Source: an optimization exercise on an open RTL-to-GDS flow (aim: small area, a short achievable clock period and few clock cycles per item). Production flows keep margins and buffers that such runs may drop. Where RTL was checked, it was by simulation tests only, not by an equivalence proof against the original. Power figures rest on the tool's default switching activity, not on a simulated workload.

## r_type_core
module r_type_core (
   input  logic        clk,
   input  logic        rst_n,
   input  logic        instr_valid,
   input  logic [31:0] instr,
   output logic        instr_ready,
   input  logic        ld_valid,
   input  logic [4:0]  ld_addr,
   input  logic [31:0] ld_data,
   output logic        wb_valid,
   output logic [4:0]  wb_rd,
   output logic [31:0] wb_data,
   output logic        illegal,
   input  logic [4:0]  dbg_addr,
   output logic [31:0] dbg_data
);
   logic [7:0]  alu_sel;
   logic        alu_sub, alu_sra;
   logic [31:0] alu_in1, alu_in2, alu_out;
   logic        rf_we;
   logic [4:0]  rf_waddr;
   logic [31:0] rf_wdata, rf_rdata_a, rf_rdata_b_n;
   logic [31:1] rf_rsel_a, rf_rsel_b;
   r_type_issue u_issue (
      .clk         (clk),
      .rst_n       (rst_n),
      .instr_valid (instr_valid),
      .instr       (instr),
      .instr_ready (instr_ready),
      .ld_valid    (ld_valid),
      .ld_addr     (ld_addr),
      .ld_data     (ld_data),
      .alu_sel     (alu_sel),
      .alu_sub     (alu_sub),
      .alu_sra     (alu_sra),
      .alu_in1     (alu_in1),
      .alu_in2     (alu_in2),
      .alu_out     (alu_out),
      .rf_we       (rf_we),
      .rf_waddr    (rf_waddr),
      .rf_wdata    (rf_wdata),
      .rf_rsel_a   (rf_rsel_a),
      .rf_rsel_b   (rf_rsel_b),
      .rf_rdata_a  (rf_rdata_a),
      .rf_rdata_b_n(rf_rdata_b_n),
      .wb_valid    (wb_valid),
      .wb_rd       (wb_rd),
      .wb_data     (wb_data),
      .illegal     (illegal),
      .dbg_addr    (dbg_addr),
      .dbg_data    (dbg_data)
   );
   rv32_regfile u_regfile (
      .clk     (clk),
      .rst_n   (rst_n),
      .we      (rf_we),
      .waddr   (rf_waddr),
      .wdata   (rf_wdata),
      .rsel_a  (rf_rsel_a),
      .rdata_a (rf_rdata_a),
      .rsel_b  (rf_rsel_b),
      .rdata_b_n (rf_rdata_b_n)
   );
   r_type_alu u_alu (
      .sel    (alu_sel),
      .sub    (alu_sub),
      .sra    (alu_sra),
      .in1    (alu_in1),
      .in2    (alu_in2),
      .out    (alu_out)
   );
endmodule
For scale: ~3700 cells after synthesis, ~150 I/O pins, roughly 52000 sq um of cells after synthesis.
==> module rf_or7, before the edit <==
module rf_or7 (input logic [6:0] s, d, output logic y);
   logic [3:0] n;
   rf_aoi22 u_a (.a1(s[0]), .a2(d[0]), .b1(s[1]), .b2(d[1]), .y(n[0]));
   rf_aoi22 u_b (.a1(s[2]), .a2(d[2]), .b1(s[3]), .b2(d[3]), .y(n[1]));
   rf_aoi22 u_c (.a1(s[4]), .a2(d[4]), .b1(s[5]), .b2(d[5]), .y(n[2]));
   rf_nand2 u_d (.a(s[6]), .b(d[6]), .y(n[3]));
   rf_nand4 u_e (.a(n[0]), .b(n[1]), .c(n[2]), .d(n[3]), .y(y));
endmodule
==> module rf_aoi22, before the edit <==
module rf_aoi22 (input logic a1, a2, b1, b2, output logic y);
   assign y = !((a1 && a2) || (b1 && b2));
endmodule
Settings: LEC_CHECK=0, CAP_MARGIN=20, CORE_MARGIN=2, CORE_UTILIZATION=40, CTS_BUF_LIST=sky130_fd_sc_hd__clkbuf_16, CTS_CLUSTER_DIAMETER=60, CTS_CLUSTER_SIZE=24, SETUP_SLACK_MARGIN=2, SLEW_MARGIN=20, SYNTH_HIERARCHICAL=1; clock period 6.0 ns.
run.sh (not shown) runs the stock make flow with config.mk's settings and CLKGATE_MAP_FILE= SYNTH_SCRIPT=/design/flow/synth_recipe.tcl, a recipe that flattens the netlist after the stock synthesis.
The first run finished with timing, DRC and antenna clean.
Edit:
--- a/flow/design.v
+++ b/flow/design.v
@@ -124,21 +124,13 @@
    rf_nand2 u_l4  (.a(n3[0]), .b(n3[1]), .y(q));
 endmodule
 module rf_or8 (input logic [7:0] s, d, output logic y);
    assign y = |(s & d);
 endmodule
 module rf_or7 (input logic [6:0] s, d, output logic y);
-   logic [3:0] n;
-   rf_aoi22 u_a (.a1(s[0]), .a2(d[0]), .b1(s[1]), .b2(d[1]), .y(n[0]));
-   rf_aoi22 u_b (.a1(s[2]), .a2(d[2]), .b1(s[3]), .b2(d[3]), .y(n[1]));
-   rf_aoi22 u_c (.a1(s[4]), .a2(d[4]), .b1(s[5]), .b2(d[5]), .y(n[2]));
-   rf_nand2 u_d (.a(s[6]), .b(d[6]), .y(n[3]));
-   rf_nand4 u_e (.a(n[0]), .b(n[1]), .c(n[2]), .d(n[3]), .y(y));
-endmodule
-module rf_aoi22 (input logic a1, a2, b1, b2, output logic y);
-   assign y = !((a1 && a2) || (b1 && b2));
+   assign y = |(s & d);
 endmodule
 module rf_aoi222 (input logic a1, a2, b1, b2, c1, c2, output logic y);
    assign y = !((a1 && a2) || (b1 && b2) || (c1 && c2));
 endmodule
 module rf_nand4 (input logic a, b, c, d, output logic y);
    assign y = !(a && b && c && d);
What happened: The new run produced a clean layout; setup slack improves by 49 ps; non-clock buffer count climbs by 40; power went down by 1.4%; routed wire length rises by 8.0%; fmax went up by 1.1%.
Testbench counts after the change, summed over its fixed seeds: cycles 4,048, items 4,000.
No functional check of the RTL was part of the first run of this note.

* * *

RTL: one of the versions met above, not the one the previous note started from.
Size: about 1,200 flip-flops, ~150 I/O pins, about 51,000 um2 of cells after synthesis.
==> module r_type_alu, before the edit <==
module r_type_alu (
   input  logic [7:0]  sel,       
   input  logic        sub,       
   input  logic        sra,       
   input  logic [31:0] in1,
   input  logic [31:0] in2,
   output logic [31:0] out
);
   logic [31:0] b, p, g, c, sum;
   logic        cout, ltu, lt;
   logic [31:0] sh_in, sh_r, sh_l;
   assign b = in2 ^ {32{sub}};
   assign p = in1 ^ b;
   assign g = in1 & b;
   always_comb begin
      logic [31:0] G, P, Gn, Pn;
      G = g;
      P = p;
      G[0] = g[0] | (p[0] & sub);
      for (int d = 1; d < 32; d = d * 2) begin
         Gn = G;
         Pn = P;
         for (int i = d; i < 32; i++) begin
            Gn[i] = G[i] | (P[i] & G[i-d]);
            Pn[i] = P[i] & P[i-d];
         end
         G = Gn;
         P = Pn;
      end
      c    = {G[30:0], sub};
      cout = G[31];
   end
   assign sum = p ^ c;
   assign ltu = !cout;
   assign lt  = (in1[31] ^ in2[31]) ? in1[31] : sum[31];
   always_comb begin
      for (int i = 0; i < 32; i++) sh_in[i] = sel[rv32_pkg::ALU_SLL] ? in1[31-i] : in1[i];
   end
   assign sh_r = 32'($signed({sra && in1[31], sh_in}) >>> in2[4:0]);
   always_comb begin
      for (int i = 0; i < 32; i++) sh_l[i] = sh_r[31-i];
   end
   assign out = ({32{sel[rv32_pkg::ALU_ADD]}}  & sum)
              | ({32{sel[rv32_pkg::ALU_SLL]}}  & sh_l)
              | ({32{sel[rv32_pkg::ALU_SRL]}}  & sh_r)
              | ({32{sel[rv32_pkg::ALU_XOR]}}  & p)
              | ({32{sel[rv32_pkg::ALU_OR]}}   & (p | g))
              | ({32{sel[rv32_pkg::ALU_AND]}}  & g)
              | {31'd0, (sel[rv32_pkg::ALU_SLT] && lt) || (sel[rv32_pkg::ALU_SLTU] && ltu)};
endmodule
==> flow/config.mk <==
export PLATFORM = sky130hd
export DESIGN_NAME = r_type_core
export DESIGN_NICKNAME = r_type_core
export VERILOG_FILES = /design/flow/design.v
export SDC_FILE = /design/flow/constraint.sdc
export NUM_CORES = 4
export LEC_CHECK = 0
export CAP_MARGIN = 20
export CORE_MARGIN = 2
export CORE_UTILIZATION = 40
export CTS_BUF_LIST = sky130_fd_sc_hd__clkbuf_16
export CTS_CLUSTER_DIAMETER = 150
export CTS_CLUSTER_SIZE = 28
export SETUP_SLACK_MARGIN = 2
export SLEW_MARGIN = 20
export SYNTH_HIERARCHICAL = 1
export TNS_END_PERCENT = 20
==> flow/constraint.sdc <==
create_clock -name core_clock -period 6.0 [get_ports {clk}]
set_input_delay 1.2000 -clock core_clock [delete_from_list [all_inputs] [get_ports {clk}]]
set_output_delay 1.2000 -clock core_clock [all_outputs]
set_load 0.01 [all_outputs]
Testbench counts at the start, summed over its fixed seeds: cycles 4,048, items 4,000.
Edit:
--- a/flow/design.v
+++ b/flow/design.v
@@ -161,21 +161,23 @@
    assign b = in2 ^ {32{sub}};
    assign p = in1 ^ b;
    assign g = in1 & b;
    always_comb begin
-      logic [31:0] G, P, Gn, Pn;
+      logic [31:0] G, P;
       G = g;
       P = p;
       G[0] = g[0] | (p[0] & sub);
       for (int d = 1; d < 32; d = d * 2) begin
-         Gn = G;
-         Pn = P;
-         for (int i = d; i < 32; i++) begin
-            Gn[i] = G[i] | (P[i] & G[i-d]);
-            Pn[i] = P[i] & P[i-d];
+         for (int i = 2*d - 1; i < 32; i += 2*d) begin
+            G[i] = G[i] | (P[i] & G[i-d]);
+            P[i] = P[i] & P[i-d];
+         end
+      end
+      for (int d = 8; d >= 1; d = d / 2) begin
+         for (int i = 3*d - 1; i < 32; i += 2*d) begin
+            G[i] = G[i] | (P[i] & G[i-d]);
+            P[i] = P[i] & P[i-d];
          end
-         G = Gn;
-         P = Pn;
       end
       c    = {G[30:0], sub};
       cout = G[31];
    end
Outcome: The changed run finished clean; global-route usage grows by 0.19 points; design area grows by 2.8%; power grows by 11%; clock-buffer cell count grows by 2; routed wire length is about the same; via count grows by 1.1%.
For the second run of this note, only the layout was checked, not whether the RTL still works.

[port drivers added, routing unchanged]
The flow's constraints put no driver on any port. The routed layouts listed below were extracted and timed again, unchanged, in two steps.
Step 1 assumes that a clkbuf_16 drives the clock port and a buf_2 every other input.
Step 2 moves the port delays by t, midway between the first and last clock arrival at a register: inputs arrive t later, outputs are due t later. That takes back most of the time a late clock gives input paths.
Slacks: no drivers / after step 1 / after step 2; pairs: no drivers / after step 1.
| run | t, ns | setup WS [ns] | clock arrival spread, ns | worst data-port slew with drivers (ns) | pins driven straight from the clock port |
|---|---|---|---|---|---|
| the first run of note 1 | 0.796 | 1.510 / 1.469 / 1.171 | 0.041 / 0.041 | 0.12 | 1 |
| the second run of note 1 | 0.803 | 1.558 / 1.449 / 0.787 | 0.054 / 0.054 | 0.12 | 1 |
| the first run of note 2 | 0.768 | 1.475 / 1.396 / 0.666 | 0.021 / 0.021 | 0.12 | 1 |
| the second run of note 2 | 0.778 | 1.192 / 1.192 / 0.812 | 0.067 / 0.067 | 0.10 | 1 |
After both steps every run listed still meets setup and hold. The setup slack of the first run of note 2, which loses most, moves by -0.079 ns with the drivers and by -0.809 ns with both steps.
